This is an optimization exercise on Yosys and OpenROAD, whose aim is small area, a short achievable clock period and few clock cycles per item, not a production implementation.
Where RTL was checked, it was by simulation tests only, not by an equivalence proof against the original.
No activity file was given, so power comes from the tool's default toggle rates.

Design gcode_block_parser_top, start of the top module:
module gcode_block_parser_top #(
	parameter int AXIS_WORD_CHARS = 15,
	parameter int INT_WORD_DIGITS = 4
) (
	input  logic        clk,
	input  logic        arst_n,
	input  logic        cfg_we,
	input  logic [7:0]  cfg_wdata,
	input  logic        char_valid,
	input  logic [7:0]  char_in,
	output logic        char_ready,
	output logic        block_valid,
	input  logic        block_ready,
	output logic [13:0] block_number,
	output logic [1:0]  code_letter,
	output logic [6:0]  code_number,
	output logic [13:0] feed_value,
	output logic [13:0] repeat_count,
	output logic [31:0] x_milli,
	output logic [31:0] y_milli,
	output logic [31:0] z_milli,
	output logic [31:0] a_milli
);
Settings: LEC_CHECK=0, CAP_MARGIN=20, CORE_MARGIN=2, CORE_UTILIZATION=40, SETUP_SLACK_MARGIN=4.5, SLEW_MARGIN=20; clock period 8.0 ns.
run.sh (not shown) runs the stock make flow with config.mk's settings and CLKGATE_MAP_FILE= SYNTH_SCRIPT=/design/flow/synth_recipe.tcl, a recipe that flattens the netlist after the stock synthesis.
The starting point finished clean.
Then changed:
Settings changed: ABC_AREA set to 1.
Effect: Fmax climbs by 14%; total power goes up by 86%; synthesized area went up by 2.8%.
No run of this note included a check of the RTL's function; only the layout flow was run.

## run A
Another version of the RTL of gcode_block_parser_top (not shown whole).
Size in the first run: about 1700 cells after synthesis, roughly 270 flip-flops, roughly 200 I/O pins, ~13000 um^2 of cells after synthesis.
==> flow/config.mk <==
export PLATFORM = sky130hd
export DESIGN_NAME = gcode_block_parser_top
export DESIGN_NICKNAME = gcode_block_parser_top
export VERILOG_FILES = /design/flow/design.v
export SDC_FILE = /design/flow/constraint.sdc
export NUM_CORES = 4
export LEC_CHECK = 0
export ABC_AREA = 1
export CAP_MARGIN = 20
export CORE_MARGIN = 2
export CORE_UTILIZATION = 40
export CTS_BUF_LIST = sky130_fd_sc_hd__clkbuf_16
export CTS_CLUSTER_DIAMETER = 120
export CTS_CLUSTER_SIZE = 20
export SETUP_SLACK_MARGIN = 4.7
export SLEW_MARGIN = 20
==> flow/constraint.sdc <==
create_clock -name core_clock -period 8.0 [get_ports {clk}]
set_input_delay 1.6000 -clock core_clock [delete_from_list [all_inputs] [get_ports {clk}]]
set_output_delay 1.6000 -clock core_clock [all_outputs]
set_load 0.01 [all_outputs]
standard.sh (not shown) runs the stock make flow with config.mk's settings and CLKGATE_MAP_FILE= SYNTH_SCRIPT=/design/flow/synth_recipe.tcl, a recipe that flattens the netlist after the stock synthesis.
==> flow/flow/run.sh <==
#!/bin/bash
set -euo pipefail
bash standard.sh "BUFFER_PORTS_ARGS=-buffer_cell sky130_fd_sc_hd__buf_1" finish > flow_make.log 2>&1
> inputs changed (run A -> run B)
- changing SETUP_SLACK_MARGIN from 4.7 to 4.8
Results
On number of buffers other than clock buffers in the final layout, the higher figure sits with run B, not run A. | share of the core filled with cells | run B vs run A | 0.75 points higher |. Against run A, run B reports a power drawn by the clock network that is higher. Run B did not stop at any stage, and its layout met the timing, design-rule and antenna checks. In summary, run A completed successfully, with a layout that passed the timing, design-rule and antenna checks. Compared with run A, in run B area fraction of clock buffers and clock inverters roughly the same; setup slack higher; sequential share of layout area lower; fmax higher.
No functional check of the RTL was part of any run of this note.

== run 1 ==
Another version of the RTL of gcode_block_parser_top (not shown whole).
Size in the first run: ~1700 cells after synthesis, about 200 I/O pins, roughly 14000 um^2 of cells after synthesis.
==> flow/config.mk <==
export PLATFORM = sky130hd
export DESIGN_NAME = gcode_block_parser_top
export DESIGN_NICKNAME = gcode_block_parser_top
export VERILOG_FILES = /design/flow/design.v
export SDC_FILE = /design/flow/constraint.sdc
export NUM_CORES = 4
export LEC_CHECK = 0
export ABC_AREA = 1
export CAP_MARGIN = 20
export CORE_MARGIN = 2
export CORE_UTILIZATION = 40
export CTS_BUF_LIST = sky130_fd_sc_hd__clkbuf_16
export CTS_CLUSTER_DIAMETER = 120
export CTS_CLUSTER_SIZE = 20
export SETUP_SLACK_MARGIN = 4.7
export SLEW_MARGIN = 20
==> flow/constraint.sdc <==
create_clock -name core_clock -period 8.0 [get_ports {clk}]
set_input_delay 1.6000 -clock core_clock [delete_from_list [all_inputs] [get_ports {clk}]]
set_output_delay 1.6000 -clock core_clock [all_outputs]
set_load 0.01 [all_outputs]
Scripts as last shown in full above: flow/flow/run.sh
Testbench counts of run 1, summed over its fixed seeds: cycles 82,158, chars 82,147.
### run 1 -> run 2
- PLACE_DENSITY: unset -> 0.8
--- outcome ---
- Lower clock skew was reported by run 1, not run 2.
- Run 2 against run 1: maximum clock insertion buffer count stayed essentially flat; wire length of the first global-routing pass now sits lower.
What run 3 does differently from run 2 at the input level:
- SETUP_SLACK_MARGIN: 4.7 -> 4.75
- PLACE_DENSITY: 0.8 -> unset
--- outcome ---
Looking at run 2 and run 3, the share of power burned in combinational logic is a wash. Delta (run 3 minus run 2): leakage power summed over all cells saw an increase, design area picked up an extra about 1.1%, fraction of standard cell area in multi-input logic down 0.29 points, proportion of cell area occupied by registers dropped 0.43 points. In the tables for run 2 and run 3, first-pass GRT wire length reads lower with run 2.
[inputs] run 4 vs run 3
- setting ABC_CLOCK_PERIOD_IN_PS to 3000 for the first time
- changing SETUP_SLACK_MARGIN from 4.75 to 4.7
## What came out
Compared with run 3, run 4 shows final period utilization lower by 0.58 points. Run 4 ends up with lower final-stage net count than run 3 does. Against run 3, run 4 comes in 2.5 points lower on layout-stage area growth over the synthesis result. Relative to run 3, routed wire length has gone down in run 4. Run 4 against run 3: met2 layer wire length in the routed design decreased 440 um, number of logic stages on the critical path including buffering decreased 1, post-layout worst setup margin increased 47 ps.

Setup of build 6:
Another version of the RTL of gcode_block_parser_top (not shown whole).
For scale: about 270 flip-flops, about 14000 um^2 of cells after synthesis.
## gcode_block_parser_top
module gcode_block_parser_top #(
	parameter int AXIS_WORD_CHARS = 15,
	parameter int INT_WORD_DIGITS = 4
) (
	input  logic        clk,
	input  logic        arst_n,
	input  logic        cfg_we,
	input  logic [7:0]  cfg_wdata,
	input  logic        char_valid,
	input  logic [7:0]  char_in,
	output logic        char_ready,
	output logic        block_valid,
	input  logic        block_ready,
	output logic [13:0] block_number,
	output logic [1:0]  code_letter,
	output logic [6:0]  code_number,
	output logic [13:0] feed_value,
	output logic [13:0] repeat_count,
	output logic [31:0] x_milli,
	output logic [31:0] y_milli,
	output logic [31:0] z_milli,
	output logic [31:0] a_milli
);
export LEC_CHECK = 0
export ABC_AREA = 1
export CAP_MARGIN = 20
export CORE_MARGIN = 2
export CORE_UTILIZATION = 40
export SETUP_SLACK_MARGIN = 4.9
export SLEW_MARGIN = 20
create_clock -name core_clock -period 8.0 [get_ports {clk}]
Scripts as last shown in full above: flow/flow/run.sh
Testbench counts of build 6, summed over its fixed seeds: cycles 82,158, chars 82,147.
Modified inputs, build 47 compared to build 6
Settings: setting CTS_CLUSTER_SIZE to 20 for the first time; setting CTS_BUF_LIST to sky130_fd_sc_hd__clkbuf_16 for the first time; changing SETUP_SLACK_MARGIN from 4.9 to 4.7; setting CTS_CLUSTER_DIAMETER to 120 for the first time.
Findings:
Going from build 6 to build 47, sum of routed wire segments on met1 shrinks by about 2.2%. [compare] base=build 6 new=build 47: minimum setup slack in the final design shrank by 51 ps, utilization went down.
diff inputs: build 47 => build 76
Settings: CTS_CLUSTER_DIAMETER changed from 120 to 100; CTS_CLUSTER_SIZE changed from 20 to 14; CTS_BUF_LIST changed from sky130_fd_sc_hd__clkbuf_16 to sky130_fd_sc_hd__clkbuf_8.
==> run summary <==
Of build 47 and build 76, build 76 shows the higher stage delay of the slowest cell on the critical path, with build 47 below it.
On highest net fanout along the worst path: build 76 sits above build 47.
Looking at cell with the biggest individual delay on the critical path, the sky130_fd_sc_hd__edfxtp_1 result is from build 47; the sky130_fd_sc_hd__fa_1 one comes from build 76.
As far as placed wire-length estimate goes, build 76 and build 47 are indistinguishable; the numbers are identical.
## Diff of input files: build 1 against build 76
Settings: clearing CTS_BUF_LIST, which used to be sky130_fd_sc_hd__clkbuf_8; clearing CTS_CLUSTER_DIAMETER, which used to be 100; swapping 4.7 for 5 in SETUP_SLACK_MARGIN; clearing CTS_CLUSTER_SIZE, which used to be 14.
==> comparison <==
Most common cell after layout, fill and taps aside: sky130_fd_sc_hd__nand2_1 -> build 76, sky130_fd_sc_hd__o21ai_0 -> build 1
On initial detailed-routing violation count, build 1 does better than build 76.
Of build 76 and build 1, the higher global-route wire length before repair belongs to build 1.
Compared with build 76, in build 1 worst-case headroom to the max-slew limit shrank by 1.6 points; sequential cell area held steady.
Run comparison: build 76 endpoint of the worst setup timing path acc_q[35]; build 1 endpoint of the worst setup timing path acc_q[26]

==> port drivers added, routing unchanged <==
The results above use ideal ports. As a check the final layouts listed here were re-extracted and re-timed, cells and wires unchanged.
Step 1 sets driving cells, clkbuf_16 on the clock port and buf_2 on the other inputs (assumed; they add their load-dependent delay and slew).
Step 2 times the ports against the registers' clock, not the clock port: input delays grow and output delays shrink by t, the midpoint of the rising clock arrivals with the driver on.
a / b / c = no drivers / after step 1 / after step 2; a / b = the first two.
| run | t (ns) | slack for setup (ns) | pins driven straight from the clock port |
|---|---|---|---|
| the first run of note 1 | 0.621 | 3.701 / 3.701 / 3.701 | 1 |
| the second run of note 1 | 0.601 | 4.225 / 4.225 / 4.225 | 1 |
| run A | 0.552 | 4.771 / 4.771 / 4.305 | 1 |
| run B | 0.553 | 4.833 / 4.833 / 4.527 | 1 |
| run 1 | 0.542 | 4.889 / 4.889 / 4.381 | 1 |
| run 2 | 0.556 | 4.677 / 4.677 / 4.328 | 1 |
| run 3 | 0.548 | 4.842 / 4.842 / 4.464 | 1 |
| run 4 | 0.542 | 4.889 / 4.889 / 4.381 | 1 |
| build 6 | 0.631 | 4.885 / 4.885 / 4.478 | 1 |
| build 47 | 0.553 | 4.834 / 4.834 / 4.485 | 1 |
| build 76 | 0.628 | 4.777 / 4.777 / 4.470 | 1 |
| build 1 | 0.598 | 4.775 / 4.775 / 4.576 | 1 |
After both steps every run listed still meets setup and hold.
